This design comes from an exercise in tuning for small area and a short achievable clock period on the open sky130 flow, not from production work. Function was checked by simulation only, so behaviour that the tests miss may differ from the original. No activity file was given, so power comes from the tool's default toggle rates.

==> design.v <==
`default_nettype none
module decode_stage (
  input  logic        clk,
  input  logic        rst_n,
  input  logic [31:0] instrF,
  input  logic [31:0] pcPlus4F,
  input  logic        stallD,
  input  logic        forwardAD,
  input  logic        forwardBD,
  input  logic [31:0] aluOutM,
  input  logic        regWriteW,
  input  logic [4:0]  writeRegW,
  input  logic [31:0] resultW,
  output logic [31:0] instrD,
  output logic [31:0] pcPlus4D,
  output logic [31:0] rd1D,
  output logic [31:0] rd2D,
  output logic [4:0]  rsD,
  output logic [4:0]  rtD,
  output logic [4:0]  rdD,
  output logic [31:0] signImmD,
  output logic [31:0] pcBranchD,
  output logic        pcSrcD
);
  localparam logic [5:0] c_OP_BEQ = 6'b000100;
  localparam logic [5:0] c_OP_BNE = 6'b000101;
  localparam logic [5:0] c_OP_J   = 6'b000010;
  logic [31:0] r_instr;
  logic [31:0] r_pc4;
  logic [31:0] r_regs [1:31];
  always_ff @(posedge clk) begin
    if (!rst_n) begin
      r_instr <= '0;
      r_pc4   <= '0;
    end else if (!stallD) begin
      if (pcSrcD) begin
        r_instr <= '0;
        r_pc4   <= '0;
      end else begin
        r_instr <= instrF;
        r_pc4   <= pcPlus4F;
      end
    end
  end
  logic [31:1] w_wsel;
  logic [31:1] w_wen;
  logic [31:0] w_wdata;
  always_comb begin
    for (int k = 1; k < 32; k++) begin
      w_wsel[k] = regWriteW && (writeRegW == 5'(k));
      w_wen[k]  = !rst_n || w_wsel[k];
    end
  end
  assign w_wdata = rst_n ? resultW : '0;
  always_ff @(posedge clk) begin
    for (int k = 1; k < 32; k++) begin
      if (w_wen[k]) r_regs[k] <= w_wdata;
    end
  end
  assign instrD   = r_instr;
  assign pcPlus4D = r_pc4;
  assign rsD      = r_instr[25:21];
  assign rtD      = r_instr[20:16];
  assign rdD      = r_instr[15:11];
  assign signImmD = {{16{r_instr[15]}}, r_instr[15:0]};
  logic [4:0]  w_rsF, w_rtF;
  logic [31:1] w_sel1, w_sel2;
  logic [31:0] w_regF1, w_regF2;
  logic        w_bypF1, w_bypF2;
  logic [31:0] r_rd1, r_rd2;
  assign w_rsF = instrF[25:21];
  assign w_rtF = instrF[20:16];
  always_comb begin
    for (int k = 1; k < 32; k++) begin
      w_sel1[k] = (w_rsF == 5'(k));
      w_sel2[k] = (w_rtF == 5'(k));
    end
  end
  for (genvar b = 0; b < 32; b++) begin : g_rd
    logic [31:1] w_col;
    for (genvar k = 1; k < 32; k++) begin : g_col
      assign w_col[k] = r_regs[k][b];
    end
    decode_stage_rdbit u_rd1 (.sel(w_sel1), .d(w_col), .q(w_regF1[b]));
    decode_stage_rdbit u_rd2 (.sel(w_sel2), .d(w_col), .q(w_regF2[b]));
  end
  assign w_bypF1 = regWriteW && (writeRegW == w_rsF) && (w_rsF != 5'd0);
  assign w_bypF2 = regWriteW && (writeRegW == w_rtF) && (w_rtF != 5'd0);
  logic w_byp1, w_byp2;
  assign w_byp1 = regWriteW && (writeRegW == rsD) && (rsD != 5'd0);
  assign w_byp2 = regWriteW && (writeRegW == rtD) && (rtD != 5'd0);
  always_ff @(posedge clk) begin
    if (!rst_n) begin
      r_rd1 <= '0;
      r_rd2 <= '0;
    end else if (stallD) begin
      if (w_byp1) r_rd1 <= resultW;
      if (w_byp2) r_rd2 <= resultW;
    end else if (pcSrcD) begin
      r_rd1 <= '0;
      r_rd2 <= '0;
    end else begin
      r_rd1 <= w_bypF1 ? resultW : w_regF1;
      r_rd2 <= w_bypF2 ? resultW : w_regF2;
    end
  end
  assign rd1D = w_byp1 ? resultW : r_rd1;
  assign rd2D = w_byp2 ? resultW : r_rd2;
  logic w_isbeq, w_isbne, w_isj;
  assign w_isbeq = (r_instr[31:26] == c_OP_BEQ);
  assign w_isbne = (r_instr[31:26] == c_OP_BNE);
  assign w_isj   = (r_instr[31:26] == c_OP_J);
  logic eq_ar, eq_a2, eq_r2, eq_1a, eq_1r, eq_12;
  decode_stage_eq32 u_eq_ar (.a(aluOutM), .b(resultW), .eq(eq_ar));
  decode_stage_eq32 u_eq_a2 (.a(aluOutM), .b(r_rd2),   .eq(eq_a2));
  decode_stage_eq32 u_eq_r2 (.a(resultW), .b(r_rd2),   .eq(eq_r2));
  decode_stage_eq32 u_eq_1a (.a(r_rd1),   .b(aluOutM), .eq(eq_1a));
  decode_stage_eq32 u_eq_1r (.a(r_rd1),   .b(resultW), .eq(eq_1r));
  decode_stage_eq32 u_eq_12 (.a(r_rd1),   .b(r_rd2),   .eq(eq_12));
  logic t_ar, t_a2, t_r2, t_1a, t_1r, t_12, t_same;
  assign t_same = w_isbeq;
  assign t_ar = (w_isbeq & eq_ar) | (w_isbne & ~eq_ar);
  assign t_a2 = (w_isbeq & eq_a2) | (w_isbne & ~eq_a2);
  assign t_r2 = (w_isbeq & eq_r2) | (w_isbne & ~eq_r2);
  assign t_1a = (w_isbeq & eq_1a) | (w_isbne & ~eq_1a);
  assign t_1r = (w_isbeq & eq_1r) | (w_isbne & ~eq_1r);
  assign t_12 = (w_isbeq & eq_12) | (w_isbne & ~eq_12);
  logic u_a, u_r, u_1, w_taken;
  assign u_a = forwardBD ? t_same : (w_byp2 ? t_ar : t_a2);
  assign u_r = forwardBD ? t_ar   : (w_byp2 ? t_same : t_r2);
  assign u_1 = forwardBD ? t_1a   : (w_byp2 ? t_1r : t_12);
  assign w_taken = w_isj | (forwardAD ? u_a : (w_byp1 ? u_r : u_1));
  assign pcSrcD = w_taken & ~stallD;
  assign pcBranchD = w_isj ? {r_pc4[31:28], r_instr[25:0], 2'b00}
                           : r_pc4 + {signImmD[29:0], 2'b00};
endmodule
module decode_stage_eq32 (
  input  logic [31:0] a,
  input  logic [31:0] b,
  output logic        eq
);
  assign eq = (a == b);
endmodule
module decode_stage_rdbit (
  input  logic [31:1] sel,
  input  logic [31:1] d,
  output logic        q
);
  assign q = |(sel & d);
endmodule
`default_nettype wire
==> run.sh <==
#!/bin/bash
# synth_recipe.tcl (not shown) runs the flow's synth.tcl, then flattens the netlist and writes it again
# the make line also repeats each setting of config.mk as NAME=value (left out here)
make -C /OpenROAD-flow-scripts/flow DESIGN_CONFIG=/design/flow/config.mk WORK_HOME=/design/flow/orfs CLKGATE_MAP_FILE= SYNTH_SCRIPT=/design/flow/synth_recipe.tcl finish
==> config.mk <==
export PLATFORM = sky130hd
export DESIGN_NAME = decode_stage
export DESIGN_NICKNAME = decode_stage
export VERILOG_FILES = /design/flow/design.v
export SDC_FILE = /design/flow/constraint.sdc
export NUM_CORES = 4
export LEC_CHECK = 0
export CAP_MARGIN = 20
export CORE_MARGIN = 2
export CORE_UTILIZATION = 40
export SETUP_SLACK_MARGIN = 3.5
export SLEW_MARGIN = 20
export SYNTH_HIERARCHICAL = 1
==> constraint.sdc <==
create_clock -name core_clock -period 8.0 [get_ports {clk}]
set_input_delay 1.6000 -clock core_clock [delete_from_list [all_inputs] [get_ports {clk}]]
set_output_delay 1.6000 -clock core_clock [all_outputs]
set_load 0.01 [all_outputs]
==> metrics.cfg <==
[run_status]
status = no timing/DRC/antenna violations

[setup_path]
cp-start-kind = primary input
end_kind = primary output
critPathSlowestCell = nor4_4
cp_cell_sequence = buf_12 -> xor2_4 -> nor4_4 -> nand4_1 -> nor2_1 -> nor4b_4 -> a211o_1 -> a211o_1 -> a21oi_2 -> mux2_4 -> nor2_4 -> buf_6
crit_path_frequent_cell = a211o_1
worstPathRequired_ns = 6.40
crit_fanout = 6
critical_path_class = primary input to primary output
slowest_delay_ns = 0.40
cp.arrival_ns = 3.84
reg2reg_slack_ns = 3.75

[detailed_routing]
drc = 0
antenna_left = 0
wire_per_inst_um = 34.28
drt_wl_total_um = 201600
drt_iter0_markers = 5991
viasPerCell = 6.688
dr_total_vias = 39347
drt_pass1_iterations = 7

[sta]
setup_violations = 0
period_share_pct = 67.95
tns_ns = 0
final_max_slew_viol_count = 0
layout_min_cycle_time_ns = 5.436
layout_setup_ws_ns = 2.564
slew_headroom_pct = 33.29
tightest_slew_ns = 0.9915
clock.fmax_mhz = 184.0
hold_viol = 0
rsz0062_at_grt = true
timing.hold.ws_ns = 0.4966
skew_ns = 0.03189

[finish]
drive_gt1_share_pct = 20.93
fillerInstances = 10787
fin_nets = 4300
syn2layout_area_growth_pct = 22.88

[grt]
grt_max_degree = 70
gr-total-overflow = 0
antenna_found_initial = 17
grt_pass1_wl_um = 281100
grt_pass1_vias = 37043
grt_use_total_pct = 30.16

[clocking]
clock-root-buffer = clkbuf_16
cts_buffers = 117
cts_max_path_buffers = 3
clock-sinks = 1120
cts_tree = built
cts.clk_slew.worst_paths_ns = 0.06
htreeDepth = 3
clk_latency_ns = 0.75
cts_hold_buf = 0

[power_and_ir_drop]
powerDensity_nw_per_um2 = 231.1
worst_ir_drop_vdd_v = 0.0001897
p_leak_nw = 21.38
finalPower_mw = 14.33

[floorplanning]
fp.dieW_um = 359.2
ios = 347
dieHeight_um = 359.2
core_area_um2 = 125400
rows = 130
initial_core_util_pct = 40.24
dieArea_um2 = 129000

[placed_design]
io_buffers = 346
hpwl_um = 123800
gp_congestion = 0.9381
place_ws_ns = 1.106

[synth]
syn_nets = 3767
ys.flop_type = edfxtp_1
yosysSeqAreaShare_pct = 64.10
syn_inst = 3598
synth_seq_cells = 1120
syn_area_um2 = 50470
synth_async_sr_flop_share_pct = 0
synth_edf_count = 992
avgSynthCellArea_um2 = 14.03
yosysWarnings = 8
synth_cell_type_count = 62

[hold_path]
hold_path.class = flop to flop

[run]
maxCapViolCount = 0

[worst max-delay path, delay by kind of cell]
family / cells / cell delay (ns)
compound gates: 3 / 0.36
mux: 1 / 0.34
simple gates: 5 / 1.13
xor+xnor: 1 / 0.18
buf+inv: 2 / 0.23
[cell usage after synthesis, types with 47 or more instances]
library cell | n | share of area (%)
a222oi_1 | 64 | 1.3
mux2_2 | 65 | 1.5
nor2_1 | 103 | 0.77
a221oi_2 | 64 | 1.9
clkbuf_1 | 64 | 0.48
a22o_1 | 128 | 2.2
nand2_1 | 118 | 0.88
buf_4 | 47 | 0.70
o21ai_0 | 127 | 1.3
or4_1 | 67 | 1.0
nand4_1 | 142 | 1.8
xor2_1 | 216 | 3.7
a22oi_1 | 768 | 11
dfxtp_1 | 128 | 5.1
nand3_1 | 141 | 1.4
edfxtp_1 | 992 | 59
mux2i_1 | 65 | 1.3
nor4_1 | 52 | 0.64
[layout by cell type, fill, tap and decap left out, drive strengths merged, types with 103 or more instances in the layout]
master	instances
edfxtp	992
a22oi	768
buf	272
xor2	216
clkdlybuf4s50	183
clkbuf	169
nand4	142
nand3	141
a22o	128
dfxtp	128
o21ai	127
nand2	119
nor2	103
[routing by layer]
| layer | wire length [um] | part of all wire (%) | track usage [%] |
|---|---|---|---|
| met5 | 177 | 0.088 | 0 |
| met2 | 90360 | 45 | 46.68 |
| met1 | 73560 | 36 | 38.23 |
| met4 | 14070 | 7.0 | 17.80 |
| met3 | 23470 | 12 | 7.755 |
[power by group]
group	leakage (nW)	switching, mW	total [mW]	internal [mW]
Sequential	10.7	0.330	7.25	6.92
Clock	1.82	2.32	5.30	2.98
Combinational	8.90	1.16	1.77	0.613
Total	21.4	3.82	14.3	10.5
[logic make-up (layout without fill, tap and decap cells)]
kind of cell | after synthesis | after routing | share of synthesized area [%]
DFF | 1120 | 1120 | 64.10
AOI/OAI and AO/OA | 1236 | 1236 | 19.20
muxes | 131 | 131 | 2.769
buffers and inverters | 128 | 758 | 1.413
and+or+nand+nor | 720 | 720 | 7.711
other | 0 | 5 | 0
xor gates and xnor gates | 233 | 233 | 4.044
adders and majority gates | 30 | 30 | 0.7587
[modules after synthesis (local to each module, per instance)]
module              cells  copies in the design  cell area (um^2)
decode_stage_eq32      43                     6             346.6
decode_stage         2060                     1             38540
decode_stage_rdbit     20                    64             153.9
[area by class of cell]
type                    instances  area (um^2)  share of cell area [%]
inverters                       5        18.77                 0.03026
diodes                          5        12.51                 0.02018
flip-flops and latches       1120        32400                   52.25
multi-input cells            2350        19070                   30.76
well taps                    1650         2064                   3.329
clock inverters                77        675.6                   1.090
clock buffers                 139         3020                   4.870
repair buffers                537         4750                   7.659
[registers in the layout (all words and copies together) (netlist names)]
name,flops
r_instr,32
r_rd1,32
r_regs,992
r_pc4,32
r_rd2,32
[metrics by stage]
step	cells	utilization, %	cell area, um^2
6_report	5883	49.45	62010
5_1_grt	5879	49.44	62000
4_1_cts	5856	48.84	61250
3_5_place_dp	5598	45.31	56820
3_3_place_gp	5597	45.29	56800
2_1_floorplan	3598	-	50520
[path summary, 6_finish.rpt]
kind                    start         to  depth (start not counted)
setup / recovery  resultW[17]     pcSrcD                         12
hold reg to reg      r_pc4[1]   r_pc4[1]                          1
hold / removal       r_pc4[1]   r_pc4[1]                          1
setup reg to reg  r_instr[17]  r_rd1[10]                         11
[timing repair]
| action | CTS | global route |
|---|---|---|
| pin swaps | 86 | 82 |
| buffers inserted | 38 | 21 |
| setup endpoints to repair | 221 | 114 |
| cloned | 4 | 1 |
| resized for setup | 589 | 267 |

[what the ideal ports hide]
The flow's constraints put no driver on any port. The routed layout listed below was extracted and timed again, unchanged, in two steps. Step 1: set_driving_cell puts a clkbuf_16 on clk and a buf_2 on each other input, an assumption about the parent block. Step 2 times the ports against the registers' clock, not the clock port: input delays grow and output delays shrink by t, the midpoint of the rising clock arrivals with the driver on. Three values: ideal, step 1, step 2; two values: the first two.
t (ns): 0.808
setup WS [ns]: 2.564 / 2.517 / 2.517
worst slew at a driven data input, ns: 0.15
After both steps setup and hold are still met in this run. The setup slack of this run moves by -0.047 ns with the drivers and by -0.047 ns with both steps.
